Context: an optimization exercise on an open-source flow, tuned for small area and a short achievable clock period. The choices shown serve that exercise and are no tape-out recipe. Function was checked by simulation only, so behaviour that the tests miss may differ from the original.

## flow/design.v (module list and top-level ports; edited modules follow where they fit)
// module awgn_ctrl: 35 lines
// module uniform_bank: 96 lines
// module clt_sum: 105 lines
// module noise_scale: 1433 lines
// module awgn_gen: 52 lines
module awgn_gen (
	input  wire logic clk,
	input  wire logic rst_n,
	input  wire logic run,
	input  wire logic [snr_pkg::snr_width-1:0] snr_db,
	input  wire logic snr_load,
	output logic signed [awgn_pkg::sample_width-1:0] awgn_out,
	output logic signed [awgn_pkg::quant_width-1:0] awgn_out_quant,
	output logic signed [snr_pkg::noise_width-1:0] noise_out,
	output logic sample_valid,
	output logic snr_err
);
  // ...
==> flow/flow/run.sh <==
#!/bin/bash
# Standard synthesis, then the combinational logic is mapped again by ABC
# with a delay target (registers and tie cells are kept as they are, same
# instances, names and cells), then the standard layout from floorplan on.
# Port buffers are buf_1 cells. Each tool's output goes to a log here.
set -euo pipefail
here=$(pwd)
export BUFFER_PORTS_ARGS="-buffer_cell sky130_fd_sc_hd__buf_1"
YOSYS=${FLOW_HOME}/../tools/install/yosys/bin/yosys
PLAT=${FLOW_HOME}/platforms/${FLOW_PLATFORM}
LIB=${PLAT}/lib/sky130_fd_sc_hd__tt_025C_1v80.lib
RES=${here}/orfs/results/${FLOW_PLATFORM}/awgn_gen/base

bash standard.sh synth > standard_synth.log 2>&1

cp "${RES}/1_2_yosys.v" "${here}/synth_standard.v"
DONT_USE=$(sed -n '/DONT_USE_CELLS += /,/^$/p' "${PLAT}/config.mk" | tr -d '\\' | tr ' ' '\n' | grep '^sky130' | sed 's/^/-dont_use /' | tr '\n' ' ')
printf 'set_driving_cell sky130_fd_sc_hd__buf_1\nset_load 5\n' > "${here}/remap.constr"
cat > "${here}/remap.ys" <<EOY
read_liberty -ignore_miss_func ${LIB}
read_verilog ${here}/synth_standard.v
hierarchy -top ${FLOW_TOP}
setattr -mod -set keep_hierarchy 1 sky130_fd_sc_hd__*df* sky130_fd_sc_hd__*dl* sky130_fd_sc_hd__conb_1
flatten
opt -purge
abc -script ${here}/flow/remap.abc -liberty ${LIB} ${DONT_USE} -constr ${here}/remap.constr -D 1400
opt_clean -purge
hilomap -singleton -hicell sky130_fd_sc_hd__conb_1 HI -locell sky130_fd_sc_hd__conb_1 LO
splitnets
opt_clean -purge
insbuf -buf sky130_fd_sc_hd__buf_4 A X
opt_clean -purge
select ${FLOW_TOP}
write_verilog -noattr -nohex -nodec -selected ${here}/synth_remapped.v
stat -liberty ${LIB}
EOY
"${YOSYS}" -s "${here}/remap.ys" > remap_yosys.log 2>&1

# the registers must be the standard synthesis's, instance for instance
grep -E '^\s+sky130_fd_sc_hd__(\S*df\S*|\S*dl\S*) ' "${here}/synth_standard.v" | sort > flops_standard.txt
grep -E '^\s+sky130_fd_sc_hd__(\S*df\S*|\S*dl\S*) ' "${here}/synth_remapped.v" | sort > flops_remapped.txt
if ! cmp -s flops_standard.txt flops_remapped.txt || grep -q '^\s*assign ' "${here}/synth_remapped.v"; then
	echo "remap changed the registers or left assigns; using the standard netlist" >> remap_yosys.log
else
	cp "${here}/synth_remapped.v" "${RES}/1_2_yosys.v"
	rm -f "${RES}/1_synth.odb" "${RES}/1_synth.sdc"
fi

bash standard.sh > standard_make.log 2>&1
==> flow/flow/remap.abc <==
strash
dch -f
map -D 1400
topo
buffer -p
upsize -D 1400
dnsize -D 1400
==> flow/standard.sh <==
#!/bin/bash
# synth_recipe.tcl (not shown) runs the flow's synth.tcl, then flattens the netlist and writes it again
# the make line also repeats each setting of config.mk as NAME=value (left out here)
make -C /OpenROAD-flow-scripts/flow DESIGN_CONFIG=/design/flow/config.mk WORK_HOME=/design/flow/orfs CLKGATE_MAP_FILE= SYNTH_SCRIPT=/design/flow/synth_recipe.tcl "${@:-finish}"
==> flow/config.mk <==
export PLATFORM = sky130hd
export DESIGN_NAME = awgn_gen
export DESIGN_NICKNAME = awgn_gen
export VERILOG_FILES = /design/flow/design.v
export SDC_FILE = /design/flow/constraint.sdc
export NUM_CORES = 4
export LEC_CHECK = 0
export CAP_MARGIN = 20
export CORE_MARGIN = 2
export CORE_UTILIZATION = 60
export CTS_BUF_LIST = sky130_fd_sc_hd__clkbuf_4 sky130_fd_sc_hd__clkbuf_8
export CTS_CLUSTER_SIZE = 30
export SETUP_SLACK_MARGIN = 4.8
export SLEW_MARGIN = 20
export SYNTH_MEMORY_MAX_BITS = 16384
==> flow/constraint.sdc <==
create_clock -name core_clock -period 7.5 [get_ports {clk}]
set_input_delay 1.5000 -clock core_clock [delete_from_list [all_inputs] [get_ports {clk}]]
set_output_delay 1.5000 -clock core_clock [all_outputs]
set_load 0.01 [all_outputs]
==> flow_summary_export.csv, run 1 <==
group,metric,value,unit
final_layout,fillerInstances,1203,
placement,io_buffers,56,
worst_hold_path,hp-start,"awgn_ctrl_i.valid_sr[2]",
final_layout,nonClkBufAreaFrac,0.03046,
drt,post-route-drc-count,0,
final_layout,buffers,59,
drt,vias,6956,
floorplan,dieWidth,117.1,um
timing,hold_viol_final,0,
worst_setup_path,cp-start-kind,"register",
clock_network,post-cts-setup-buffer-count,0,
worst_setup_path,rr_worst_depth,7,
final_layout,instances_no_fill,1244,
floorplan,rows,41,
final_layout,clkbuf_count,10,
final_layout,drive_above_1_share,0.06903,
run,drv_cap,0,
worst_setup_path,critPathCapture,"awgn_out_quant[3]",
yosys,yosysWarningCount,4,
run_status,status,"complete, no violations",
floorplan,dieArea,13720,um^2
final_layout,seq_cell_count,89,
worst_setup_path,startpoint,"noise_scale_i.quant[3]",
global_routing,antenna_found_initial,0,
final_layout,n_antenna_cell,0,
final_layout,largest_register_ffs,32,
global_routing,use_met1,0.4121,
drt,routed_wirelength,19140,um
final_layout,seq_area_frac,0.2808,
timing,fin_skew,0.01172,ns
final_layout,final_cell_mix,"nand2_1 (189), nor2_1 (128), inv_1 (120), xor2_1 (100)",
==> run 2: changes to the inputs <==
==> flow/flow/run.sh (replaced) <==
#!/bin/bash
# Standard synthesis, then the combinational logic is mapped again by ABC
# with a delay target. The registers and tie cells are kept as they are (same
# instances, names and cells); the run checks that and falls back to the
# standard netlist otherwise. Then the standard layout from floorplan on,
# with buf_1 port buffers. Each tool's output goes to a log here.
set -euo pipefail
here=$(pwd)
export BUFFER_PORTS_ARGS="-buffer_cell sky130_fd_sc_hd__buf_1"
YOSYS=${FLOW_HOME}/../tools/install/yosys/bin/yosys
PLAT=${FLOW_HOME}/platforms/${FLOW_PLATFORM}
LIB=${PLAT}/lib/sky130_fd_sc_hd__tt_025C_1v80.lib
RES=${here}/orfs/results/${FLOW_PLATFORM}/awgn_gen/base

bash standard.sh synth > standard_synth.log 2>&1

cp "${RES}/1_2_yosys.v" "${here}/synth_standard.v"
DONT_USE=$(sed -n '/DONT_USE_CELLS += /,/^$/p' "${PLAT}/config.mk" | tr -d '\\' | tr ' ' '\n' | grep '^sky130' | sed 's/^/-dont_use /' | tr '\n' ' ')
printf 'set_driving_cell sky130_fd_sc_hd__buf_1\nset_load 5\n' > "${here}/remap.constr"

# 1. flatten the combinational cells into logic, keep registers and tie cells
#    as instances, and map the logic again
cat > "${here}/remap.ys" <<EOY
read_liberty -ignore_miss_func ${LIB}
read_verilog ${here}/synth_standard.v
hierarchy -top ${FLOW_TOP}
setattr -mod -set keep_hierarchy 1 sky130_fd_sc_hd__*df* sky130_fd_sc_hd__conb_1
flatten
select ${FLOW_TOP}
rename -hide w:*.*
select -clear
opt -purge
abc -script ${here}/flow/remap.abc -liberty ${LIB} ${DONT_USE} -constr ${here}/remap.constr -D 1400
opt_clean -purge
select ${FLOW_TOP}
write_verilog -noattr -nohex -nodec -selected ${here}/synth_remap_raw.v
EOY
"${YOSYS}" -s "${here}/remap.ys" > remap_yosys.log 2>&1

# 2. connect output ports straight to their drivers again
python3 "${here}/flow/fix_aliases.py" "${here}/synth_remap_raw.v" "${here}/synth_remap_fixed.v" > fix_aliases.log 2>&1

# 3. tie cells and pass-through buffers as the standard synthesis makes them
cat > "${here}/remap2.ys" <<EOY
read_liberty -lib ${LIB}
read_verilog ${here}/synth_remap_fixed.v
hierarchy -check -top ${FLOW_TOP}
hilomap -singleton -hicell sky130_fd_sc_hd__conb_1 HI -locell sky130_fd_sc_hd__conb_1 LO
splitnets
opt_clean -purge
insbuf -buf sky130_fd_sc_hd__buf_4 A X
opt_clean -purge
write_verilog -noattr -nohex -nodec ${here}/synth_remapped.v
EOY
"${YOSYS}" -s "${here}/remap2.ys" > remap2_yosys.log 2>&1

# the registers must be the standard synthesis's, instance for instance
grep -E '^\s+sky130_fd_sc_hd__\S*df\S* ' "${here}/synth_standard.v" | sort > flops_standard.txt
grep -E '^\s+sky130_fd_sc_hd__\S*df\S* ' "${here}/synth_remapped.v" | sort > flops_remapped.txt
if [[ -s flops_standard.txt ]] && cmp -s flops_standard.txt flops_remapped.txt && ! grep -q '^\s*assign ' "${here}/synth_remapped.v"; then
	cp "${here}/synth_remapped.v" "${RES}/1_2_yosys.v"
	rm -f "${RES}/1_synth.odb" "${RES}/1_synth.sdc"
	echo "using the remapped netlist" >> remap_yosys.log
else
	echo "remap changed the registers or left assigns; using the standard netlist" >> remap_yosys.log
fi

bash standard.sh > standard_make.log 2>&1
==> flow/flow/fix_aliases.py (new file) <==
#!/usr/bin/env python3
"""Reconnect output ports that the remap left as aliases of internal nets.

After the ABC remap, Yosys may write `assign <port bits> = <internal nets>;`
instead of connecting the port to its driver. For every port bit assigned a
plain internal net (_NNN_), the net is renamed to the port bit everywhere and
the pair is dropped from the assign; whatever remains (port to port) is left
for insbuf."""
import re, sys
src, dst = sys.argv[1], sys.argv[2]
text = open(src).read()
widths = {}
for m in re.finditer(r'^\s*(?:input|output)\s+(?:\[(\d+):(\d+)\]\s+)?(\w+)\s*;', text, re.M):
    hi, lo, name = m.group(1), m.group(2), m.group(3)
    widths[name] = (int(hi), int(lo)) if hi is not None else None
def expand(s):
    s = s.strip()
    if s.startswith('{'):
        s = s[1:-1]
    out = []
    for t in [x.strip() for x in s.split(',')]:
        m = re.fullmatch(r'(\w+)\[(\d+):(\d+)\]', t)
        if m:
            hi, lo = int(m.group(2)), int(m.group(3))
            out += ['%s[%d]' % (m.group(1), i) for i in range(hi, lo - 1, -1)]
        elif re.fullmatch(r'\w+', t) and t in widths and widths[t]:
            hi, lo = widths[t]
            out += ['%s[%d]' % (t, i) for i in range(hi, lo - 1, -1)]
        else:
            out.append(t)
    return out
ren = {}
lines = text.split('\n')
newlines = []
for ln in lines:
    m = re.fullmatch(r'\s*assign\s+(.*?)\s*=\s*(.*?)\s*;\s*', ln)
    if not m:
        newlines.append(ln)
        continue
    lhs, rhs = expand(m.group(1)), expand(m.group(2))
    if len(lhs) != len(rhs):
        newlines.append(ln)
        continue
    keep = []
    for l, r in zip(lhs, rhs):
        if re.fullmatch(r'_\d+_', r) and r not in ren:
            ren[r] = l
        else:
            keep.append((l, r))
    if keep:
        newlines.append('  assign { %s } = { %s };' % (', '.join(l for l, _ in keep), ', '.join(r for _, r in keep)))
out = []
for ln in newlines:
    m = re.fullmatch(r'\s*wire\s+(_\d+_)\s*;\s*', ln)
    if m and m.group(1) in ren:
        continue
    out.append(ln)
text = '\n'.join(out)
if ren:
    pat = re.compile(r'(?<![\w\\$])(' + '|'.join(re.escape(k) for k in ren) + r')(?![\w])')
    text = pat.sub(lambda m: ren[m.group(1)], text)
open(dst, 'w').write(text)
print('reconnected %d port bits' % len(ren))
==> flow_summary_export.csv, run 2 <==
group,metric,value,unit
worst_setup_path,cp-end-kind,"primary output",
run_status,status,"complete, no violations",
yosys,syn-num-nets,1042,
worst_setup_path,required,6.00,ns
drt,vias,6993,
yosys,syn_avg_cell_area,7.137,um^2
floorplan,dieWidth,114.9,um
timing,hold_viol_final,0,
clock_network,cts_buffers,9,
worst_setup_path,crit_arrival,1.14,ns
worst_setup_path,cp-start-kind,"register",
yosys,synth_area,7380,um^2
final_layout,reg.largest.list,"clt_sum_i.sum_word x32, uniform_bank_i.z x28, noise_scale_i.quant x7",
clock_network,cts.sinks,89,
timing,rsz0062_at_grt,"no",
yosys,yosysWarningCount,4,
worst_setup_path,regToRegStartpoint,"noise_scale_i.quant[2]",
floorplan,core_area,12010,um^2
global_routing,grt_pass1_wl,31550,um
clock_network,cts_root_buffer,"clkbuf_8",
placement,io_buffers,56,
drt,ant_nets,0,
worst_hold_path,hold_path_depth,0,
floorplan,start_util,0.6144,
final_layout,fillerInstances,1129,
global_routing,overflow,0,
worst_setup_path,crit_type,"reg -> out",
final_layout,final_cell_mix,"nand2_1 (190), nor2_1 (128), inv_1 (119), xor2_1 (100)",
timing,tightest_slew,0.7104,ns
final_layout,drive_above_1_share,0.07507,
timing,drv_slew,0,
drt,firstDrtPassIters,5,
worst_setup_path,cp_max_fo,19,
worst_setup_path,startpoint,"noise_scale_i.quant[5]",
worst_setup_path,r2r_end,"noise_scale_i.noise_r[0]",
timing,setup_viol,0,
clock_network,clk-insertion-delay-late,0.39,ns
floorplan,num_io_pins,57,
final_layout,largest_register,"clt_sum_i.sum_word",
worst_setup_path,critical_path_depth,1,
placement,place_congestion,0.9764,
global_routing,grt_usage,0.3018,
drt,drt_iter0_drc,581,
global_routing,grt_max_degree,55,
clock_network,cts_tree,"done",
global_routing,antenna_found_initial,0,
worst_setup_path,cpPeakStageDelay,0.59,ns
placement,hpwl,13970,um
timing,finalCritPeriodShare,0.3519,
clock_network,clk_pin_slew,0.10,ns
timing,fmax,378.9,MHz
worst_setup_path,crit_buf_inv,1,
worst_setup_path,rr_worst_depth,10,
final_layout,n_antenna_cell,0,
timing,setup_ws,4.861,ns
worst_setup_path,worstPathCellList,"buf_1",
timing,slew_headroom,0.5264,
floorplan,die_y,114.9,um
worst_setup_path,reg2reg_slack,5.02,ns
timing,tns,0,ns
clock_network,cts.path.max_buffers,2,
drt,avgRoutedWirePerCell,15.45,um
placement,placed_cell_area,7636,um^2
worst_hold_path,holdPathEnd,"awgn_ctrl_i.valid_sr[3]",
floorplan,rows,40,
final_layout,fin_area,7906,um^2
final_layout,largest_register_ffs,32,
final_layout,area_growth,7.138,%
yosys,netlist_instances,1034,
placement,dp_slack,4.058,ns
worst_setup_path,cp_top_family,"flip-flops",
timing,fin_skew,0.009452,ns
final_layout,fin_nets,1082,
worst_hold_path,hold_path.class,"reg -> reg",
clock_network,htree_levels,3,
global_routing,grt_pass1_vias,6486,
worst_hold_path,hp-start,"awgn_ctrl_i.valid_sr[2]",
final_layout,layout_commonest_cell,"nand2_1",
drt,post-route-drc-count,0,
drt,post_drt_via_cell_ratio,5.704,
run,drv_cap,0,
worst_setup_path,slowest_stage,"dfrtp_4",
floorplan,dieArea,13200,um^2
timing,period_minus_slack,2.639,ns
clock_network,cts_hold_buf,0,
drt,routed_wirelength,18940,um
==> run 2: worst max-delay path by stage <==
stage,endpoint
floorplan,awgn_ctrl_i.snr_idx[2]
global placement,uniform_bank_i.z[10]
detailed placement,uniform_bank_i.z[10]
CTS,awgn_out_quant[5]
global route,awgn_out_quant[5]
finish,awgn_out_quant[5]
==> run 2: worst register-to-register path, stage by stage (launching register included) <==
cell and delay, ns:
dfrtp_1 0.50, nor2_1 0.35, inv_1 0.16, nor2_2 0.38, nor2_1 0.11, inv_1 0.10, o2111ai_1 0.10, o311ai_0 0.13
o2111ai_1 0.20, o2111ai_1 0.23, nand3_1 0.10
==> run 2: timing repair <==
item / 4_1_cts / 5_1_grt
pin swaps: 0 / 0
resized for setup: 6 / 7
gates cloned: 0 / 1
endpoints found under the hold margin: 0 / 0
setup buffers: 0 / 6
endpoints found under the setup margin: 19 / 14
==> run 2: metal layers <==
| metal | share of wire | global-route usage |
|---|---|---|
| met5 | 0 | 0 |
| met1 | 0.45 | 0.4104 |
| met3 | 0.060 | 0.03585 |
| met4 | 0.030 | 0.1285 |
| met2 | 0.46 | 0.4890 |
==> run 2: stage by stage <==
| stage | hold slack [ns] | utilization | cells |
|---|---|---|---|
| final | 0.3739 | 0.6582 | 1226 |
| after global routing | 0.3836 | 0.6582 | 1226 |
| after CTS | 0.3754 | 0.6531 | 1219 |
| after detailed placement | 0.3433 | 0.6357 | 1203 |
| after global placement | 0.3334 | 0.6357 | 1203 |
| after floorplan | 0.3312 | - | 1034 |
==> run 2: area by class of cell <==
type / instances / area, um^2 / area share
clock buffer: 9 / 123.9 / 0.01567
tap: 147 / 183.9 / 0.02326
multi-input combinational: 785 / 4559 / 0.5767
sequential: 89 / 2213 / 0.2799
clock inverter: 7 / 72.57 / 0.009179
inverter: 123 / 465.4 / 0.05887
timing repair inverter: 1 / 5.005 / 0.0006330
timing repair buffer: 65 / 282.8 / 0.03577
==> run 3: changes to the inputs <==
--- a/flow/config.mk
+++ b/flow/config.mk
@@ -10,6 +10,6 @@
 export CORE_UTILIZATION = 60
 export CTS_BUF_LIST = sky130_fd_sc_hd__clkbuf_4 sky130_fd_sc_hd__clkbuf_8
 export CTS_CLUSTER_SIZE = 30
-export SETUP_SLACK_MARGIN = 4.8
+export SETUP_SLACK_MARGIN = 4.95
 export SLEW_MARGIN = 20
 export SYNTH_MEMORY_MAX_BITS = 16384
==> flow_summary_export.csv, run 3 <==
group,metric,value,unit
final_layout,n_antenna_cell,0,
worst_setup_path,cp-start-kind,"register",
drt,post_drt_via_cell_ratio,5.707,
clock_network,clk-insertion-delay-late,0.40,ns
timing,period_minus_slack,2.526,ns
yosys,syn-num-nets,1042,
final_layout,fin_nets,1097,
worst_setup_path,slowest_stage,"dfrtp_1",
worst_setup_path,crit_type,"reg -> out",
floorplan,dieArea,13200,um^2
final_layout,drive_above_1_share,0.1106,
worst_setup_path,cp_max_fo,5,
clock_network,cts.sinks,89,
final_layout,area_growth,9.308,%
final_layout,fillerInstances,1105,
floorplan,dieWidth,114.9,um
worst_hold_path,hold_path.class,"reg -> reg",
drt,firstDrtPassIters,5,
worst_setup_path,worstPathCellList,"buf_1",
drt,drt_iter0_drc,668,
yosys,synth_area,7380,um^2
timing,finalCritPeriodShare,0.3369,
run_status,status,"complete, no violations",
floorplan,core_area,12010,um^2
worst_setup_path,cp_top_family,"flip-flops",
clock_network,cts_hold_buf,0,
drt,ant_nets,0,
global_routing,grt_pass1_wl,31880,um
worst_setup_path,cpPeakStageDelay,0.46,ns
run,drv_cap,0,
drt,vias,7083,
final_layout,largest_register,"clt_sum_i.sum_word",
clock_network,cts_root_buffer,"clkbuf_8",
yosys,netlist_instances,1034,
timing,tightest_slew,0.7071,ns
worst_setup_path,cp-end-kind,"primary output",
drt,routed_wirelength,19430,um
timing,setup_viol,0,
drt,avgRoutedWirePerCell,15.65,um
worst_setup_path,required,6.00,ns
clock_network,cts_buffers,9,
placement,io_buffers,56,
worst_setup_path,crit_arrival,1.03,ns
global_routing,antenna_found_initial,0,
final_layout,largest_register_ffs,32,
timing,fin_skew,0.01041,ns
timing,rsz0062_at_grt,"yes",
timing,tns,0,ns
final_layout,reg.largest.list,"clt_sum_i.sum_word x32, uniform_bank_i.z x28, noise_scale_i.quant x7",
floorplan,num_io_pins,57,
final_layout,layout_commonest_cell,"nand2_1",
timing,fmax,395.8,MHz
yosys,syn_avg_cell_area,7.137,um^2
yosys,yosysWarningCount,4,
drt,post-route-drc-count,0,
global_routing,grt_pass1_vias,6564,
timing,slew_headroom,0.5286,
clock_network,clk_pin_slew,0.09,ns
floorplan,die_y,114.9,um
final_layout,final_util,0.6716,
global_routing,overflow,0,
clock_network,cts.path.max_buffers,2,
final_layout,final_cell_mix,"nand2_1 (189), nor2_1 (128), inv_1 (119), xor2_1 (100), o21ai_0 (62)",
timing,hold_viol_final,0,
worst_setup_path,crit_buf_inv,1,
clock_network,cts_tree,"done",
clock_network,htree_levels,3,
placement,place_congestion,0.9764,
global_routing,grt_usage,0.3052,
floorplan,rows,40,
floorplan,start_util,0.6144,
timing,drv_slew,0,
placement,hpwl,13970,um
global_routing,grt_max_degree,55,
-- run 3: changes by cell type in the layout (fill, tap and decap cells not counted), sizes merged --
cell	delta
buf	+11
clkbuf	+4
-- run 3: final cells by class --
cell class	count	area, um^2	share of cell area
clock buffer	9	123.9	0.01536
clock inverter	7	72.57	0.008996
inverter	123	465.4	0.05770
multi-input combinational	785	4576	0.5672
sequential	89	2236	0.2772
tap	147	183.9	0.02280
timing repair buffer	80	401.6	0.04979
timing repair inverter	1	7.507	0.0009307
-- run 3: worst register-to-register path, cell delays in order (launching register included) --
cell and delay (ns):
dfstp_2 0.64, buf_4 0.15, xor2_2 0.21, xor2_2 0.28, xor2_2 0.33, xor2_1 0.34, and2_1 0.19, o21ai_1 0.07
xor2_1 0.16
-- run 3: final timing paths --
| check | from | end | slack (ns) | depth (start not counted) |
|---|---|---|---|---|
| max in group asynchronous | rst_n | noise_scale_i.quant[5] | 5.36 | 2 |
| setup / recovery | clt_sum_i.sum_word[13] | awgn_out[13] | 4.97 | 1 |
| min in group asynchronous | rst_n | uniform_bank_i.z[25] | 1.04 | 1 |
| setup reg to reg | uniform_bank_i.z[2] | uniform_bank_i.z[15] | 5.07 | 8 |
| hold reg to reg | awgn_ctrl_i.valid_sr[2] | awgn_ctrl_i.valid_sr[3] | 0.37 | 0 |
| hold / removal | awgn_ctrl_i.valid_sr[2] | awgn_ctrl_i.valid_sr[3] | 0.37 | 0 |
-- run 3: through the flow --
step                std cells  hold slack, ns  setup WS, ns  cell area (um^2)
floorplan                1034          0.3312         5.147              7380
global placement         1203          0.3334         4.094              7636
detailed placement       1203          0.3433         4.058              7636
CTS                      1231          0.3754         4.946              7949
global route             1241          0.3836         4.919              8066
finish                   1241          0.3743         4.974              8066
-- run 3: per-layer routing --
| metal | GRT usage | vias up | share of wire |
|---|---|---|---|
| met5 | 0 | - | 0 |
| met4 | 0.1269 | 0 | 0.028 |
| met3 | 0.03743 | 44 | 0.058 |
| met2 | 0.4957 | 251 | 0.47 |
| met1 | 0.4145 | 3284 | 0.45 |
| li1 | - | 3504 | - |
-- run 3: timing repair --
action / in CTS / in global routing
gates cloned: 1 / 0
resized for setup: 19 / 22
setup buffers: 11 / 10
pin swaps: 0 / 3
setup endpoints to repair: 33 / 40
==> run 4: changes to the inputs <==
--- a/flow/config.mk
+++ b/flow/config.mk
@@ -10,6 +10,6 @@
 export CORE_UTILIZATION = 60
 export CTS_BUF_LIST = sky130_fd_sc_hd__clkbuf_4 sky130_fd_sc_hd__clkbuf_8
 export CTS_CLUSTER_SIZE = 30
-export SETUP_SLACK_MARGIN = 4.95
+export SETUP_SLACK_MARGIN = 5.0
 export SLEW_MARGIN = 20
 export SYNTH_MEMORY_MAX_BITS = 16384
==> flow_summary_export.csv, run 4 <==
group,metric,value,unit
run_status,status,"complete, no violations",
global_routing,grt_pass1_vias,6719,
worst_setup_path,critPathCapture,"awgn_out[20]",
final_layout,layout_commonest_cell,"nand2_1",
worst_setup_path,worstPathCellList,"buf_6",
global_routing,grt_max_degree,55,
drt,avgRoutedWirePerCell,15.75,um
run,drv_cap,0,
final_layout,largest_register,"clt_sum_i.sum_word",
global_routing,grt_pass1_wl,32660,um
clock_network,clk-insertion-delay-late,0.39,ns
clock_network,cts_buffers,9,
placement,place_congestion,0.9764,
timing,tns,0,ns
worst_setup_path,cp-start-kind,"register",
timing,period_minus_slack,2.486,ns
drt,drt_iter0_drc,586,
timing,tightest_slew,0.7184,ns
drt,drt-met1-wl,8846,um
worst_setup_path,slowest_stage,"dfrtp_2",
global_routing,antenna_found_initial,0,
drt,firstDrtPassIters,5,
timing,setup_viol,0,
timing,fin_skew,0.01225,ns
worst_setup_path,rr_worst_depth,8,
worst_setup_path,cp_max_fo,5,
worst_setup_path,startpoint,"clt_sum_i.sum_word[20]",
floorplan,dieArea,13200,um^2
yosys,syn-num-nets,1042,
final_layout,reg.largest.list,"clt_sum_i.sum_word x32, uniform_bank_i.z x28, noise_scale_i.quant x7",
yosys,yosysWarningCount,4,
placement,io_buffers,56,
worst_setup_path,crit_type,"reg -> out",
drt,met3_length,1119,um
worst_setup_path,crit_arrival,0.99,ns
global_routing,overflow,0,
worst_setup_path,r2r_end,"uniform_bank_i.z[13]",
floorplan,rows,40,
timing,finalCritPeriodShare,0.3315,
floorplan,dieWidth,114.9,um
clock_network,cts_root_buffer,"clkbuf_8",
yosys,syn_avg_cell_area,7.137,um^2
worst_setup_path,cp-end-kind,"primary output",
floorplan,die_y,114.9,um
placement,dp_slack,4.058,ns
drt,vias,7191,
final_layout,drive_above_1_share,0.1434,
worst_setup_path,cp_top_family,"flip-flops",
worst_setup_path,required,6.00,ns
worst_setup_path,regToRegStartpoint,"uniform_bank_i.z[2]",
timing,rsz0062_at_grt,"yes",
timing,fmax,402.2,MHz
global_routing,grt_usage,0.3133,
worst_hold_path,hp-start,"awgn_ctrl_i.valid_sr[2]",
placement,hpwl,13970,um
clock_network,cts.sinks,89,
floorplan,core_area,12010,um^2
final_layout,n_antenna_cell,0,
final_layout,area_growth,13.04,%
clock_network,clk_pin_slew,0.11,ns
floorplan,start_util,0.6144,
drt,post-route-drc-count,0,
final_layout,final_cell_mix,"nand2_1 (190), nor2_1 (127), inv_1 (118), xor2_1 (99), o21ai_0 (62)",
clock_network,htree_levels,3,
timing,drv_slew,0,
yosys,synth_area,7380,um^2
drt,routed_wirelength,20000,um
clock_network,cts_tree,"done",
timing,hold_viol_final,0,
final_layout,fin_area,8342,um^2
final_layout,fin_nets,1126,
worst_setup_path,cpPeakStageDelay,0.46,ns
final_layout,largest_register_ffs,32,
final_layout,fillerInstances,1065,
yosys,netlist_instances,1034,
clock_network,cts.path.max_buffers,2,
worst_setup_path,critical_path_depth,1,
final_layout,instances_no_fill,1270,
clock_network,cts_hold_buf,0,
drt,post_drt_via_cell_ratio,5.662,
drt,ant_nets,0,
placement,placed_cell_area,7636,um^2
placement,place_inst,1203,
drt,top_layer,"met4",
worst_setup_path,crit_buf_inv,1,
timing,slew_headroom,0.5211,
worst_setup_path,reg2reg_slack,5.11,ns
worst_hold_path,hold_path.class,"reg -> reg",
floorplan,num_io_pins,57,
timing,setup_ws,5.014,ns
drt,dr_wl_met2,9485,um
==> run 4: changes by cell type in the layout (fill, tap and decap cells not counted), moves of 4 or more <==
cell	delta
buf_1	-13
buf_2	+4
buf_4	+29
buf_6	+4
dfrtp_2	-5
clkbuf_2	+5
dfrtp_1	+5
==> run 4: metrics by stage <==
stage | util | hold slack (ns)
CTS | 0.6799 | 0.3754
global route | 0.6945 | 0.3836
finish | 0.6945 | 0.3739
detailed placement | 0.6357 | 0.3433
global placement | 0.6357 | 0.3334
floorplan | - | 0.3312
==> run 4: timing repair <==
| item | CTS | global route |
|---|---|---|
| gates cloned | 1 | 0 |
| endpoints found under the setup margin | 46 | 41 |
| setup buffers | 38 | 12 |
| pin swaps | 0 | 1 |
| resized for setup | 26 | 38 |
==> run 4: final cells by class <==
cell class	count	area, um^2	area share
Multi-Input combinational cell	785	4598	0.5512
Sequential cell	89	2230	0.2673
Timing Repair Buffer	109	660.6	0.07920
Inverter	123	465.4	0.05580
Tap cell	147	183.9	0.02205
Clock buffer	9	123.9	0.01485
Clock inverter	7	72.57	0.008700
Timing Repair inverter	1	7.507	0.0009000
==> run 4: metal layers <==
layer  up-vias  global-route usage
met4         0              0.1325
met3        44             0.03795
met1      3336              0.4191
met5         -                   0
met2       254              0.5157
li1       3557                   -
==> run 4: how the worst min path moves through the flow <==
stage	slack [ns]	endpoint	cells past startpoint
floorplan	0.33	awgn_ctrl_i.valid_sr[2]	0
global placement	0.33	awgn_ctrl_i.valid_sr[3]	0
detailed placement	0.34	awgn_ctrl_i.valid_sr[3]	0
CTS	0.38	awgn_ctrl_i.valid_sr[3]	0
global route	0.38	awgn_ctrl_i.valid_sr[3]	0
finish	0.37	awgn_ctrl_i.valid_sr[3]	0
==> run 5: changes to the inputs <==
--- a/flow/config.mk
+++ b/flow/config.mk
@@ -10,6 +10,6 @@
 export CORE_UTILIZATION = 60
 export CTS_BUF_LIST = sky130_fd_sc_hd__clkbuf_4 sky130_fd_sc_hd__clkbuf_8
 export CTS_CLUSTER_SIZE = 30
-export SETUP_SLACK_MARGIN = 5.0
+export SETUP_SLACK_MARGIN = 4.9
 export SLEW_MARGIN = 20
 export SYNTH_MEMORY_MAX_BITS = 16384
==> flow_summary_export.csv, run 5 <==
group,metric,value,unit
clock_network,cts_hold_buf,0,
final_layout,layout_commonest_cell,"nand2_1",
global_routing,grt_usage,0.3029,
worst_setup_path,crit_buf_inv,1,
worst_setup_path,cp-start-kind,"register",
timing,tns,0,ns
run_status,status,"complete, no violations",
yosys,netlist_instances,1034,
timing,rsz0062_at_grt,"yes",
placement,place_congestion,0.9764,
drt,met3_length,1024,um
floorplan,die_y,114.9,um
clock_network,cts_root_buffer,"clkbuf_8",
timing,fmax,390.8,MHz
worst_hold_path,hold_path.class,"reg -> reg",
timing,period_minus_slack,2.559,ns
global_routing,grt_pass1_wl,31640,um
worst_setup_path,cp-end-kind,"primary output",
drt,dr_wl_met2,8952,um
global_routing,overflow,0,
floorplan,dieArea,13200,um^2
clock_network,cts_tree,"done",
clock_network,htree_levels,3,
placement,dp_slack,4.058,ns
final_layout,area_growth,7.952,%
final_layout,n_antenna_cell,0,
drt,ant_nets,0,
timing,tightest_slew,0.7134,ns
timing,hold_viol_final,0,
timing,slew_headroom,0.5244,
floorplan,num_io_pins,57,
drt,drt-met1-wl,8619,um
drt,firstDrtPassIters,6,
yosys,syn-num-nets,1042,
floorplan,start_util,0.6144,
timing,drv_slew,0,
final_layout,largest_register,"clt_sum_i.sum_word",
floorplan,rows,40,
final_layout,largest_register_ffs,32,
final_layout,reg.largest.list,"clt_sum_i.sum_word x32, uniform_bank_i.z x28, noise_scale_i.quant x7",
final_layout,fillerInstances,1115,
drt,routed_wirelength,19130,um
timing,setup_ws,4.941,ns
worst_setup_path,crit_arrival,1.06,ns
drt,vias,7036,
worst_setup_path,crit_type,"reg -> out",
drt,avgRoutedWirePerCell,15.53,um
worst_setup_path,cp_max_fo,4,
final_layout,instances_no_fill,1232,
timing,setup_viol,0,
timing,finalCritPeriodShare,0.3412,
clock_network,cts.sinks,89,
placement,hpwl,13970,um
timing,fin_skew,0.01344,ns
placement,place_inst,1203,
drt,post_drt_via_cell_ratio,5.711,
worst_setup_path,worstPathCellList,"buf_1",
drt,post-route-drc-count,0,
global_routing,antenna_found_initial,0,
worst_setup_path,required,6.00,ns
final_layout,fin_nets,1088,
worst_setup_path,slowest_stage,"dfrtp_1",
run,drv_cap,0,
global_routing,grt_max_degree,55,
yosys,synth_area,7380,um^2
clock_network,cts_buffers,9,
drt,top_layer,"met4",
clock_network,clk-insertion-delay-late,0.40,ns
placement,io_buffers,56,
clock_network,clk_pin_slew,0.11,ns
yosys,yosysWarningCount,4,
final_layout,final_cell_mix,"nand2_1 (190), nor2_1 (128), inv_1 (119), xor2_1 (100), o21ai_0 (62)",
worst_setup_path,cp_top_family,"flip-flops",
final_layout,drive_above_1_share,0.08848,
global_routing,grt_pass1_vias,6502,
worst_setup_path,cpPeakStageDelay,0.45,ns
clock_network,cts.path.max_buffers,2,
floorplan,dieWidth,114.9,um
drt,drt_iter0_drc,614,
floorplan,core_area,12010,um^2
yosys,syn_avg_cell_area,7.137,um^2
[run 5: path summary, 6_finish.rpt]
| check | startpoint | endpoint | slack (ns) | cells past startpoint |
|---|---|---|---|---|
| worst max-delay path | clt_sum_i.sum_word[2] | awgn_out[2] | 4.94 | 1 |
| worst min-delay path | awgn_ctrl_i.valid_sr[2] | awgn_ctrl_i.valid_sr[3] | 0.37 | 0 |
| worst max register to register | noise_scale_i.quant[3] | noise_scale_i.noise_r[1] | 5.03 | 8 |
| worst min register to register | awgn_ctrl_i.valid_sr[2] | awgn_ctrl_i.valid_sr[3] | 0.37 | 0 |
| max in group asynchronous | rst_n | noise_scale_i.quant[4] | 5.36 | 2 |
| min in group asynchronous | rst_n | uniform_bank_i.z[10] | 1.04 | 1 |
[run 5: repair_timing]
item,in CTS,in global routing
setup endpoints to repair,22,20
setup buffers,6,6
gates resized for setup,8,14
cloned,0,1
pin swaps,0,3
[run 5: worst reg2reg max path: cells and delay by family, from the launching register on]
kind	cells	cell delay [ns]
buffers and inverters	2	0.49
AO/OA/AOI/OAI	4	1.11
flip-flops	1	0.42
AND/OR/NAND/NOR	2	0.36
[run 5: area by class of cell]
type	instances	area [um^2]	area share
timing repair inverter	1	5.005	0.0006282
tap	147	183.9	0.02309
clock buffer	9	123.9	0.01555
clock inverter	7	72.57	0.009109
multi-input combinational	785	4566	0.5731
sequential	89	2222	0.2789
inverter	123	465.4	0.05843
timing repair buffer	71	327.8	0.04115
[run 5: through the flow]
step,util,cell area [um^2],hold slack [ns]
after floorplan,-,7380,0.3312
after global placement,0.6357,7636,0.3334
after detailed placement,0.6357,7636,0.3433
after CTS,0.6571,7893,0.3754
after global routing,0.6632,7966,0.3836
final,0.6632,7966,0.3738
[run 5: layer usage]
| metal | vias up | track usage |
|---|---|---|
| li1 | 3489 | - |
| met1 | 3265 | 0.4118 |
| met2 | 237 | 0.4929 |
| met3 | 45 | 0.03690 |
| met4 | 0 | 0.1237 |
| met5 | - | 0 |
==> run 6: changes to the inputs <==
--- a/flow/config.mk
+++ b/flow/config.mk
@@ -7,7 +7,7 @@
 export LEC_CHECK = 0
 export CAP_MARGIN = 20
 export CORE_MARGIN = 2
-export CORE_UTILIZATION = 60
+export CORE_UTILIZATION = 50
 export CTS_BUF_LIST = sky130_fd_sc_hd__clkbuf_4 sky130_fd_sc_hd__clkbuf_8
 export CTS_CLUSTER_SIZE = 30
 export SETUP_SLACK_MARGIN = 4.9
==> flow_summary_export.csv, run 6 <==
group,metric,value,unit
global_routing,grt_pass1_wl,32710,um
run_status,status,"complete, no violations",
yosys,netlist_instances,1034,
floorplan,die_y,125.5,um
timing,tns,0,ns
global_routing,overflow,0,
timing,finalCritPeriodShare,0.3398,
drt,avgRoutedWirePerCell,15.55,um
worst_setup_path,crit_type,"reg -> out",
final_layout,largest_register_ffs,32,
drt,ant_nets,0,
floorplan,num_io_pins,57,
worst_setup_path,slowest_stage,"dfrtp_1",
global_routing,grt_max_degree,54,
yosys,syn_avg_cell_area,7.137,um^2
placement,hpwl,14600,um
drt,routed_wirelength,19610,um
drt,drt-met1-wl,9301,um
timing,drv_slew,0,
drt,top_layer,"met4",
timing,tightest_slew,0.6891,ns
final_layout,reg.largest.list,"clt_sum_i.sum_word x32, uniform_bank_i.z x28, noise_scale_i.quant x7",
drt,vias,6969,
clock_network,clk_pin_slew,0.09,ns
final_layout,fin_nets,1080,
timing,rsz0062_at_grt,"yes",
yosys,yosysWarningCount,4,
drt,post_drt_via_cell_ratio,5.527,
clock_network,clk-insertion-delay-late,0.38,ns
clock_network,cts.path.max_buffers,2,
worst_setup_path,cp-start-kind,"register",
timing,setup_viol,0,
clock_network,cts.sinks,89,
yosys,syn-num-nets,1042,
timing,fin_skew,0.01222,ns
global_routing,grt_pass1_vias,6498,
global_routing,grt_usage,0.2543,
clock_network,cts_tree,"done",
final_layout,layout_commonest_cell,"nand2_1",
timing,fmax,392.3,MHz
clock_network,cts_root_buffer,"clkbuf_8",
drt,firstDrtPassIters,7,
placement,place_congestion,0.9502,
worst_setup_path,cp_top_family,"flip-flops",
placement,io_buffers,56,
worst_setup_path,worstPathCellList,"buf_1",
final_layout,n_antenna_cell,0,
final_layout,final_util,0.5519,
drt,drt_iter0_drc,647,
worst_setup_path,crit_buf_inv,1,
floorplan,rows,44,
floorplan,dieArea,15750,um^2
drt,dr_wl_met2,8718,um
drt,met3_length,981,um
worst_setup_path,cp-end-kind,"primary output",
run,drv_cap,0,
timing,hold_viol_final,0,
global_routing,antenna_found_initial,0,
floorplan,core_area,14480,um^2
final_layout,final_cell_mix,"nand2_1 (190), nor2_1 (127), inv_1 (120), xor2_1 (100), o21ai_0 (62)",
worst_setup_path,required,6.00,ns
worst_setup_path,cpPeakStageDelay,0.49,ns
timing,slew_headroom,0.5373,
worst_setup_path,crit_arrival,1.05,ns
drt,post-route-drc-count,0,
worst_setup_path,cp_max_fo,6,
final_layout,drive_above_1_share,0.08078,
final_layout,largest_register,"clt_sum_i.sum_word",
worst_hold_path,hold_path.class,"reg -> reg",
clock_network,htree_levels,3,
timing,period_minus_slack,2.549,ns
final_layout,area_growth,8.291,%
yosys,synth_area,7380,um^2
floorplan,dieWidth,125.5,um
clock_network,cts_buffers,9,
floorplan,start_util,0.5097,
## run 6: layout make-up
cell class / count / area (um^2)
clock buffers: 9 / 123.9
fillers: 1475 / 6487
flip-flops and latches: 89 / 2221
well taps: 184 / 230.2
repair buffers: 64 / 274.0
clock inverters: 7 / 101.3
multi-input cells: 785 / 4579
inverters: 123 / 461.7
## run 6: repair_timing
action / CTS / global route
setup endpoints to repair: 5 / 21
hold buffers: 0 / 0
pin swaps: 0 / 1
gates resized for setup: 5 / 14
setup buffers: 4 / 1
## run 6: path summary, 6_finish.rpt
| kind | from | slack (ns) | end | depth (start not counted) |
|---|---|---|---|---|
| max | clt_sum_i.sum_word[9] | 4.95 | awgn_out[9] | 1 |
| min | awgn_ctrl_i.valid_sr[2] | 0.37 | awgn_ctrl_i.valid_sr[3] | 0 |
| max reg2reg | clt_sum_i.n0[1] | 5.04 | clt_sum_i.sum_word[10] | 14 |
| min reg2reg | awgn_ctrl_i.valid_sr[2] | 0.37 | awgn_ctrl_i.valid_sr[3] | 0 |
| max in group asynchronous | rst_n | 5.33 | awgn_ctrl_i.valid_sr[0] | 2 |
| min in group asynchronous | rst_n | 1.07 | noise_scale_i.noise_r[0] | 1 |
## run 6: layer usage
| layer | global-route usage | up-vias |
|---|---|---|
| li1 | - | 3475 |
| met1 | 0.3641 | 3208 |
| met2 | 0.3936 | 224 |
| met3 | 0.02910 | 62 |
| met4 | 0.1000 | 0 |
| met5 | 0 | - |
## run 6: stage by stage
step | hold slack (ns) | setup WS [ns] | area, um^2 | cells
after floorplan | 0.3312 | 5.147 | 7380 | 1034
after global placement | 0.3504 | 4.672 | 7682 | 1240
after detailed placement | 0.3378 | 4.675 | 7682 | 1240
after CTS | 0.3704 | 4.902 | 7944 | 1260
after global routing | 0.3739 | 4.779 | 7991 | 1261
final | 0.3727 | 4.951 | 7991 | 1261
==> run 7: changes to the inputs <==
--- a/flow/config.mk
+++ b/flow/config.mk
@@ -7,7 +7,7 @@
 export LEC_CHECK = 0
 export CAP_MARGIN = 20
 export CORE_MARGIN = 2
-export CORE_UTILIZATION = 50
+export CORE_UTILIZATION = 70
 export CTS_BUF_LIST = sky130_fd_sc_hd__clkbuf_4 sky130_fd_sc_hd__clkbuf_8
 export CTS_CLUSTER_SIZE = 30
 export SETUP_SLACK_MARGIN = 4.9
==> flow_summary_export.csv, run 7 <==
group,metric,value,unit
run_status,status,"complete, no violations",
timing,rsz0062_at_grt,"yes",
floorplan,rows,37,
worst_setup_path,startpoint,"clt_sum_i.sum_word[30]",
timing,tightest_slew,0.7225,ns
worst_setup_path,required,6.00,ns
final_layout,largest_register_ffs,32,
worst_hold_path,hp-start,"awgn_ctrl_i.valid_sr[1]",
placement,hpwl,14340,um
final_layout,fin_nets,1084,
clock_network,cts_root_buffer,"clkbuf_8",
drt,drt_iter0_drc,648,
floorplan,dieArea,11380,um^2
worst_setup_path,cp_top_family,"flip-flops",
worst_setup_path,worstPathCellList,"buf_1",
floorplan,dieWidth,106.7,um
worst_hold_path,hold_path.class,"reg -> reg",
timing,setup_viol,0,
clock_network,cts.sinks,89,
global_routing,grt_pass1_vias,6988,
yosys,syn-num-nets,1042,
final_layout,largest_register,"clt_sum_i.sum_word",
global_routing,grt_usage,0.3591,
global_routing,grt_max_degree,82,
clock_network,clk-insertion-delay-late,0.39,ns
global_routing,grt_pass1_wl,32710,um
global_routing,overflow,0,
timing,setup_ws,4.945,ns
floorplan,num_io_pins,57,
yosys,syn_avg_cell_area,7.137,um^2
placement,io_buffers,56,
timing,fmax,391.4,MHz
final_layout,n_antenna_cell,0,
worst_setup_path,slowest_stage,"dfrtp_1",
worst_setup_path,cp-start-kind,"register",
worst_setup_path,crit_buf_inv,1,
timing,finalCritPeriodShare,0.3406,
drt,vias,7343,
drt,avgRoutedWirePerCell,16.24,um
floorplan,start_util,0.7180,
placement,dp_slack,4.705,ns
clock_network,htree_levels,3,
worst_setup_path,regToRegStartpoint,"clt_sum_i.n0[1]",
yosys,yosysWarningCount,4,
worst_setup_path,cp_max_fo,6,
final_layout,final_cell_mix,"nand2_1 (189), nor2_1 (128), inv_1 (120), xor2_1 (100), o21ai_0 (61)",
drt,ant_nets,0,
run,drv_cap,0,
final_layout,instances_no_fill,1217,
drt,routed_wirelength,19770,um
final_layout,drive_above_1_share,0.07956,
clock_network,clk_pin_slew,0.10,ns
drt,post_drt_via_cell_ratio,6.034,
timing,hold_viol_final,0,
timing,fin_skew,0.01366,ns
floorplan,die_y,106.7,um
clock_network,cts_tree,"done",
placement,place_inst,1193,
clock_network,cts_buffers,9,
placement,place_congestion,1.006,
global_routing,antenna_found_initial,0,
timing,period_minus_slack,2.555,ns
final_layout,reg.largest.list,"clt_sum_i.sum_word x32, uniform_bank_i.z x28, noise_scale_i.quant x7",
clock_network,cts_hold_buf,0,
worst_setup_path,crit_type,"reg -> out",
worst_setup_path,cpPeakStageDelay,0.49,ns
timing,slew_headroom,0.5059,
drt,firstDrtPassIters,5,
timing,drv_slew,0,
floorplan,core_area,10280,um^2
yosys,netlist_instances,1034,
drt,post-route-drc-count,0,
yosys,synth_area,7380,um^2
timing,tns,0,ns
worst_setup_path,cp-end-kind,"primary output",
worst_setup_path,reg2reg_slack,5.03,ns
final_layout,layout_commonest_cell,"nand2_1",
clock_network,cts.path.max_buffers,2,
final_layout,area_growth,7.833,%
worst_setup_path,crit_arrival,1.05,ns
run 7: final cells by class:
cell class                      count  area, um^2
Clock buffer                        9       123.9
Clock inverter                      7       100.1
Fill cell                         784        2320
Inverter                          123       461.7
Multi-Input combinational cell    785        4578
Sequential cell                    89        2216
Tap cell                          136       170.2
Timing Repair Buffer               68       307.8
run 7: final timing paths:
path | end | depth (start not counted)
hold / removal | awgn_ctrl_i.valid_sr[2] | 0
setup reg to reg | clt_sum_i.sum_word[10] | 14
max in group asynchronous | clt_sum_i.sum_word[4] | 2
min in group asynchronous | noise_scale_i.noise_r[3] | 2
hold reg to reg | awgn_ctrl_i.valid_sr[2] | 0
setup / recovery | awgn_out[30] | 1
run 7: timing repair:
item                       in CTS  in global routing
setup endpoints to repair       5                 15
setup buffers                   6                  2
resized for setup               5                 11
pin swaps                       0                  2
run 7: through the flow:
step | hold slack [ns] | util | cell area, um^2
after floorplan | 0.3312 | - | 7380
after global placement | 0.3320 | 0.7424 | 7630
after detailed placement | 0.3387 | 0.7424 | 7630
after CTS | 0.3606 | 0.7693 | 7906
after global routing | 0.3645 | 0.7743 | 7958
final | 0.3606 | 0.7743 | 7958
run 7: layer usage:
layer / wire [um] / share of wire / up-vias / global-route usage
li1: - / - / 3474 / -
met1: 8263 / 0.42 / 3384 / 0.4623
met3: 1590 / 0.080 / 76 / 0.05714
met4: 691 / 0.035 / 0 / 0.1623
met5: 0 / 0 / - / 0
met2: 9224 / 0.47 / 409 / 0.5969
==> run 8: changes to the inputs <==
==> flow/config.mk (replaced) <==
export PLATFORM = sky130hd
export DESIGN_NAME = awgn_gen
export DESIGN_NICKNAME = awgn_gen
export VERILOG_FILES = /design/flow/design.v
export SDC_FILE = /design/flow/constraint.sdc
export NUM_CORES = 4
export LEC_CHECK = 0
export CAP_MARGIN = 20
export CORE_MARGIN = 2
export CORE_UTILIZATION = 60
export CTS_BUF_LIST = sky130_fd_sc_hd__clkbuf_8 sky130_fd_sc_hd__clkbuf_16
export CTS_CLUSTER_DIAMETER = 100
export CTS_CLUSTER_SIZE = 50
export SETUP_SLACK_MARGIN = 4.8
export SLEW_MARGIN = 20
export SYNTH_MEMORY_MAX_BITS = 16384
==> flow_summary_export.csv, run 8 <==
group,metric,value,unit
final_layout,area_growth,8.138,%
yosys,yosysWarningCount,4,
drt,dr_wl_met2,9030,um
placement,io_buffers,56,
timing,finalCritPeriodShare,0.3557,
drt,met3_length,978,um
worst_setup_path,rr_worst_depth,10,
timing,drv_slew,0,
yosys,syn_avg_cell_area,7.137,um^2
drt,post-route-drc-count,0,
floorplan,num_io_pins,57,
worst_setup_path,regToRegStartpoint,"noise_scale_i.quant[2]",
worst_setup_path,worstPathCellList,"clkdlybuf4s18_2, clkinvlp_2, nand2_1, o21ai_1",
drt,routed_wirelength,19050,um
worst_setup_path,cp_max_fo,27,
worst_setup_path,cp-start-kind,"primary input",
timing,fin_skew,0.009156,ns
global_routing,antenna_found_initial,0,
floorplan,rows,40,
timing,period_minus_slack,2.667,ns
worst_setup_path,cp_top_family,"buffers and inverters",
worst_setup_path,r2r_end,"noise_scale_i.noise_r[0]",
timing,rsz0062_at_grt,"yes",
floorplan,core_area,12010,um^2
worst_setup_path,critPathCapture,"uniform_bank_i.z[6]",
worst_hold_path,hold_path_depth,0,
clock_network,cts_tree,"done",
global_routing,grt_usage,0.3011,
final_layout,reg.largest.list,"clt_sum_i.sum_word x32, uniform_bank_i.z x28, noise_scale_i.quant x7",
clock_network,cts_root_buffer,"clkbuf_16",
worst_setup_path,critical_path_depth,4,
drt,top_layer,"met4",
drt,drt_iter0_drc,636,
floorplan,start_util,0.6144,
placement,hpwl,13970,um
drt,avgRoutedWirePerCell,15.59,um
global_routing,grt_pass1_wl,31550,um
global_routing,grt_pass1_vias,6486,
placement,place_inst,1203,
timing,setup_viol,0,
global_routing,grt_max_degree,55,
final_layout,n_antenna_cell,0,
run,drv_cap,0,
worst_hold_path,hold_path.class,"reg -> reg",
timing,setup_ws,4.833,ns
global_routing,overflow,0,
worst_setup_path,crit_arrival,2.93,ns
final_layout,final_cell_mix,"nand2_1 (190), nor2_1 (128), inv_1 (119), xor2_1 (100)",
worst_setup_path,crit_buf_inv,2,
floorplan,dieArea,13200,um^2
drt,ant_nets,0,
worst_setup_path,startpoint,"run",
final_layout,instances_no_fill,1222,
worst_setup_path,cpPeakStageDelay,0.60,ns
drt,firstDrtPassIters,5,
final_layout,layout_commonest_cell,"nand2_1",
placement,placed_cell_area,7636,um^2
timing,tightest_slew,0.7035,ns
timing,tns,0,ns
timing,worst_hold_slack,0.3668,ns
worst_setup_path,slowest_stage,"clkinvlp_2",
worst_setup_path,cp-end-kind,"register",
yosys,synth_area,7380,um^2
floorplan,die_y,114.9,um
floorplan,dieWidth,114.9,um
drt,drt-met1-wl,8561,um
worst_setup_path,crit_type,"in -> reg",
drt,vias,6944,
final_layout,fin_area,7980,um^2
worst_setup_path,required,7.76,ns
final_layout,largest_register,"clt_sum_i.sum_word",
drt,post_drt_via_cell_ratio,5.682,
timing,hold_viol_final,0,
final_layout,largest_register_ffs,32,
placement,dp_slack,4.058,ns
timing,fmax,374.9,MHz
clock_network,clk-insertion-delay-late,0.35,ns
final_layout,drive_above_1_share,0.07163,
clock_network,htree_levels,3,
timing,slew_headroom,0.5310,
placement,place_congestion,0.9764,
run_status,status,"complete, no violations",
yosys,netlist_instances,1034,
worst_setup_path,reg2reg_slack,5.04,ns
clock_network,cts_buffers,9,
final_layout,fin_nets,1078,
clock_network,clk_pin_slew,0.07,ns
yosys,syn-num-nets,1042,
clock_network,cts.sinks,89,
clock_network,cts.path.max_buffers,2,
## run 8: changes by cell type in the layout (fill, tap and decap cells not counted), moves of 2 or more
cell        change
clkinvlp_4      +2
buf_4           -6
bufinv_16       -2
clkbuf_8        -9
inv_8           +2
dfrtp_1         +3
nor2_4          -2
dfrtp_2         -3
clkbuf_16       +9
nor2_2          +2
## run 8: area by class of cell
type	count	area, um^2
fillers	1107	4031
multi-input cells	785	4559
clock inverters	7	72.57
repair inverters	1	5.005
clock buffers	9	225.2
inverters	123	465.4
well taps	147	183.9
repair buffers	61	257.7
flip-flops and latches	89	2211
## run 8: worst min path at each step
stage	start	end	slack, ns
detailed placement	awgn_ctrl_i.valid_sr[2]	awgn_ctrl_i.valid_sr[3]	0.34
global placement	awgn_ctrl_i.valid_sr[2]	awgn_ctrl_i.valid_sr[3]	0.33
global route	awgn_ctrl_i.valid_sr[2]	awgn_ctrl_i.valid_sr[3]	0.38
floorplan	awgn_ctrl_i.valid_sr[1]	awgn_ctrl_i.valid_sr[2]	0.33
finish	awgn_ctrl_i.valid_sr[2]	awgn_ctrl_i.valid_sr[3]	0.37
CTS	awgn_ctrl_i.valid_sr[2]	awgn_ctrl_i.valid_sr[3]	0.37
## run 8: layer usage
| layer | GRT usage | vias to the layer above |
|---|---|---|
| li1 | - | 3464 |
| met1 | 0.4076 | 3210 |
| met2 | 0.4945 | 228 |
| met3 | 0.03637 | 42 |
| met4 | 0.1181 | 0 |
| met5 | 0 | - |
## run 8: timing repair
item	in CTS	in global routing
hold buffers	0	0
resized for setup	6	5
setup buffers	0	2
setup endpoints to repair	19	11
gates cloned	0	1
## run 8: through the flow
step                utilization
finish                   0.6644
CTS                      0.6616
detailed placement       0.6357
floorplan                     -
global placement         0.6357
global route             0.6644
## run 8: worst register-to-register path, stage by stage (launching register included)
cell and delay [ns]:
dfrtp_1 0.49, nor2_1 0.36, inv_1 0.17, nor2_2 0.37, nor2_1 0.11, inv_1 0.10, o2111ai_1 0.09, o311ai_0 0.13
o2111ai_1 0.19, o2111ai_1 0.23, nand3_1 0.10
==> run 9: changes to the inputs <==
==> flow/config.mk (replaced) <==
export PLATFORM = sky130hd
export DESIGN_NAME = awgn_gen
export DESIGN_NICKNAME = awgn_gen
export VERILOG_FILES = /design/flow/design.v
export SDC_FILE = /design/flow/constraint.sdc
export NUM_CORES = 4
export LEC_CHECK = 0
export CAP_MARGIN = 20
export CORE_MARGIN = 2
export CORE_UTILIZATION = 60
export CTS_BUF_LIST = sky130_fd_sc_hd__clkbuf_8
export CTS_CLUSTER_SIZE = 30
export SETUP_SLACK_MARGIN = 4.9
export SLEW_MARGIN = 20
export SYNTH_MEMORY_MAX_BITS = 16384
==> flow_summary_export.csv, run 9 <==
group,metric,value,unit
run_status,status,"complete, no violations",
global_routing,grt_max_degree,55,
final_layout,multi_input_area,4566,um^2
worst_hold_path,hold_path_depth,0,
clock_network,clk-insertion-delay-late,0.40,ns
timing,fin_skew,0.01344,ns
worst_setup_path,worstPathCellList,"buf_1",
final_layout,final-seq-area,2222,um^2
timing,setup_viol,0,
final_layout,layout_commonest_cell,"nand2_1",
worst_setup_path,cp-start-kind,"register",
timing,hold_viol_final,0,
clock_network,cts.sinks,89,
drt,vias,7036,
yosys,netlist_instances,1034,
worst_setup_path,cpPeakStageDelay,0.45,ns
timing,period_minus_slack,2.559,ns
floorplan,start_util,0.6144,
final_layout,fin_area,7966,um^2
placement,placed_cell_area,7636,um^2
yosys,syn-num-nets,1042,
final_layout,area_growth,7.952,%
global_routing,antenna_found_initial,0,
worst_setup_path,regToRegStartpoint,"noise_scale_i.quant[3]",
floorplan,core_area,12010,um^2
global_routing,grt_usage,0.3029,
clock_network,clk_pin_slew,0.11,ns
final_layout,largest_register_ffs,32,
placement,hpwl,13970,um
clock_network,cts_hold_buf,0,
drt,ant_nets,0,
final_layout,final_cell_mix,"nand2_1 (190), nor2_1 (128), inv_1 (119), xor2_1 (100), o21ai_0 (62)",
placement,io_buffers,56,
floorplan,rows,40,
clock_network,cts_buffers,9,
worst_setup_path,cp_max_fo,4,
worst_setup_path,cp-end-kind,"primary output",
worst_setup_path,slowest_stage,"dfrtp_1",
worst_setup_path,reg2reg_slack,5.03,ns
drt,firstDrtPassIters,6,
final_layout,fillerInstances,1115,
global_routing,busiest_layer,"met2",
timing,rsz0062_at_grt,"yes",
yosys,syn_avg_cell_area,7.137,um^2
yosys,synth_area,7380,um^2
timing,drv_slew,0,
worst_setup_path,rr_worst_depth,8,
timing,tns,0,ns
worst_setup_path,crit_arrival,1.06,ns
worst_setup_path,r2r_end,"noise_scale_i.noise_r[1]",
placement,place_congestion,0.9764,
global_routing,use_met1,0.4118,
global_routing,use_met2,0.4929,
global_routing,use_met3,0.03690,
timing,worst_hold_slack,0.3738,ns
global_routing,overflow,0,
drt,post_drt_via_cell_ratio,5.711,
drt,post-route-drc-count,0,
clock_network,cts_tree,"done",
floorplan,dieWidth,114.9,um
final_layout,reg.largest.list,"clt_sum_i.sum_word x32, uniform_bank_i.z x28, noise_scale_i.quant x7",
worst_setup_path,crit_type,"reg -> out",
final_layout,n_antenna_cell,0,
drt,avgRoutedWirePerCell,15.53,um
timing,setup_ws,4.941,ns
floorplan,num_io_pins,57,
floorplan,die_y,114.9,um
floorplan,dieArea,13200,um^2
timing,finalCritPeriodShare,0.3412,
clock_network,cts_root_buffer,"clkbuf_8",
worst_hold_path,hold_path.class,"reg -> reg",
placement,dp_slack,4.058,ns
global_routing,grt_pass1_vias,6502,
worst_setup_path,cp_top_family,"flip-flops",
timing,slew_headroom,0.5244,
run,drv_cap,0,
worst_hold_path,holdPathEnd,"awgn_ctrl_i.valid_sr[3]",
final_layout,largest_register,"clt_sum_i.sum_word",
yosys,yosysWarningCount,4,
worst_setup_path,required,6.00,ns
final_layout,drive_above_1_share,0.08848,
timing,tightest_slew,0.7134,ns
drt,drt_iter0_drc,614,
timing,fmax,390.8,MHz
final_layout,fin_nets,1088,
worst_setup_path,crit_buf_inv,1,
clock_network,cts.path.max_buffers,2,
drt,routed_wirelength,19130,um
global_routing,grt_pass1_wl,31640,um
worst_hold_path,hp-start,"awgn_ctrl_i.valid_sr[2]",
clock_network,htree_levels,3,
==> run 9: cell count changes in the layout (fill, tap and decap cells not counted), moves of 8 or more <==
cell       before  now
buf_4           5   15
clkbuf_16       9    0
clkbuf_8        0    9
dfrtp_1        62   54
dfrtp_2         4   12
==> run 9: per-stage QoR <==
| step | util | std cells |
|---|---|---|
| final | 0.6632 | 1232 |
| after global routing | 0.6632 | 1232 |
| after CTS | 0.6571 | 1225 |
| after detailed placement | 0.6357 | 1203 |
| after global placement | 0.6357 | 1203 |
| after floorplan | - | 1034 |
==> run 9: worst max-delay path by stage <==
stage / startpoint / to / slack (ns) / cells past startpoint
detailed placement: run / uniform_bank_i.z[10] / 4.06 / 5
global route: clt_sum_i.n0[1] / clt_sum_i.sum_word[22] / 4.88 / 13
floorplan: snr_db[1] / awgn_ctrl_i.snr_idx[2] / 5.15 / 3
CTS: run / uniform_bank_i.z[10] / 4.90 / 5
finish: clt_sum_i.sum_word[2] / awgn_out[2] / 4.94 / 1
global placement: run / uniform_bank_i.z[10] / 4.09 / 5
==> run 9: layer usage <==
metal  vias to the layer above  wire [um]
met1                      3265       8619
li1                       3489          -
met3                        45       1024
met4                         0        531
met5                         -          0
met2                       237       8952
==> run 9: final cells by class <==
type                            count  share of cell area
Clock buffer                        9             0.01555
Timing Repair inverter              1           0.0006282
Clock inverter                      7            0.009109
Timing Repair Buffer               71             0.04115
Tap cell                          147             0.02309
Multi-Input combinational cell    785              0.5731
Sequential cell                    89              0.2789
Inverter                          123             0.05843
==> run 9: what timing repair did <==
action                     CTS  global route
pin swaps                    0             3
gates resized for setup      8            14
setup buffers                6             6
setup endpoints to repair   22            20
cloned                       0             1

[afterwards: timing with drivers on the ports]
The results above use ideal ports. As a check the final layouts listed here were re-extracted and re-timed, cells and wires unchanged. Step 1 sets driving cells, clkbuf_16 on the clock port and buf_2 on the other inputs (assumed; they add their load-dependent delay and slew). Step 2, shift: input delay + t, output delay - t, t = (earliest + latest rising clock arrival at the registers) / 2. This alone moves slack from input paths to output paths. a / b / c = ideal / step 1 / step 2; a / b = the first two.
| run | t (ns) | setup WS [ns] | clock arrival spread, ns | worst data-port slew with drivers (ns) |
|---|---|---|---|---|
| run 1 | 0.425 | 4.845 / 4.807 / 4.702 | 0.012 / 0.012 | 0.03 |
| run 2 | 0.424 | 4.861 / 4.825 / 4.611 | 0.010 / 0.009 | 0.03 |
| run 3 | 0.425 | 4.974 / 4.938 / 4.792 | 0.010 / 0.011 | 0.03 |
| run 4 | 0.424 | 5.014 / 4.979 / 4.812 | 0.012 / 0.012 | 0.03 |
| run 5 | 0.426 | 4.941 / 4.906 / 4.629 | 0.013 / 0.014 | 0.03 |
| run 6 | 0.409 | 4.951 / 4.916 / 4.691 | 0.013 / 0.012 | 0.03 |
| run 7 | 0.424 | 4.945 / 4.907 / 4.668 | 0.015 / 0.015 | 0.03 |
| run 8 | 0.388 | 4.833 / 4.843 / 4.455 | 0.009 / 0.010 | 0.03 |
| run 9 | 0.426 | 4.941 / 4.906 / 4.629 | 0.013 / 0.014 | 0.03 |
After both steps setup and hold are still met in every run listed. For run 8, which loses most, drivers alone change the setup slack by +0.010 ns; drivers and shift together by -0.378 ns.
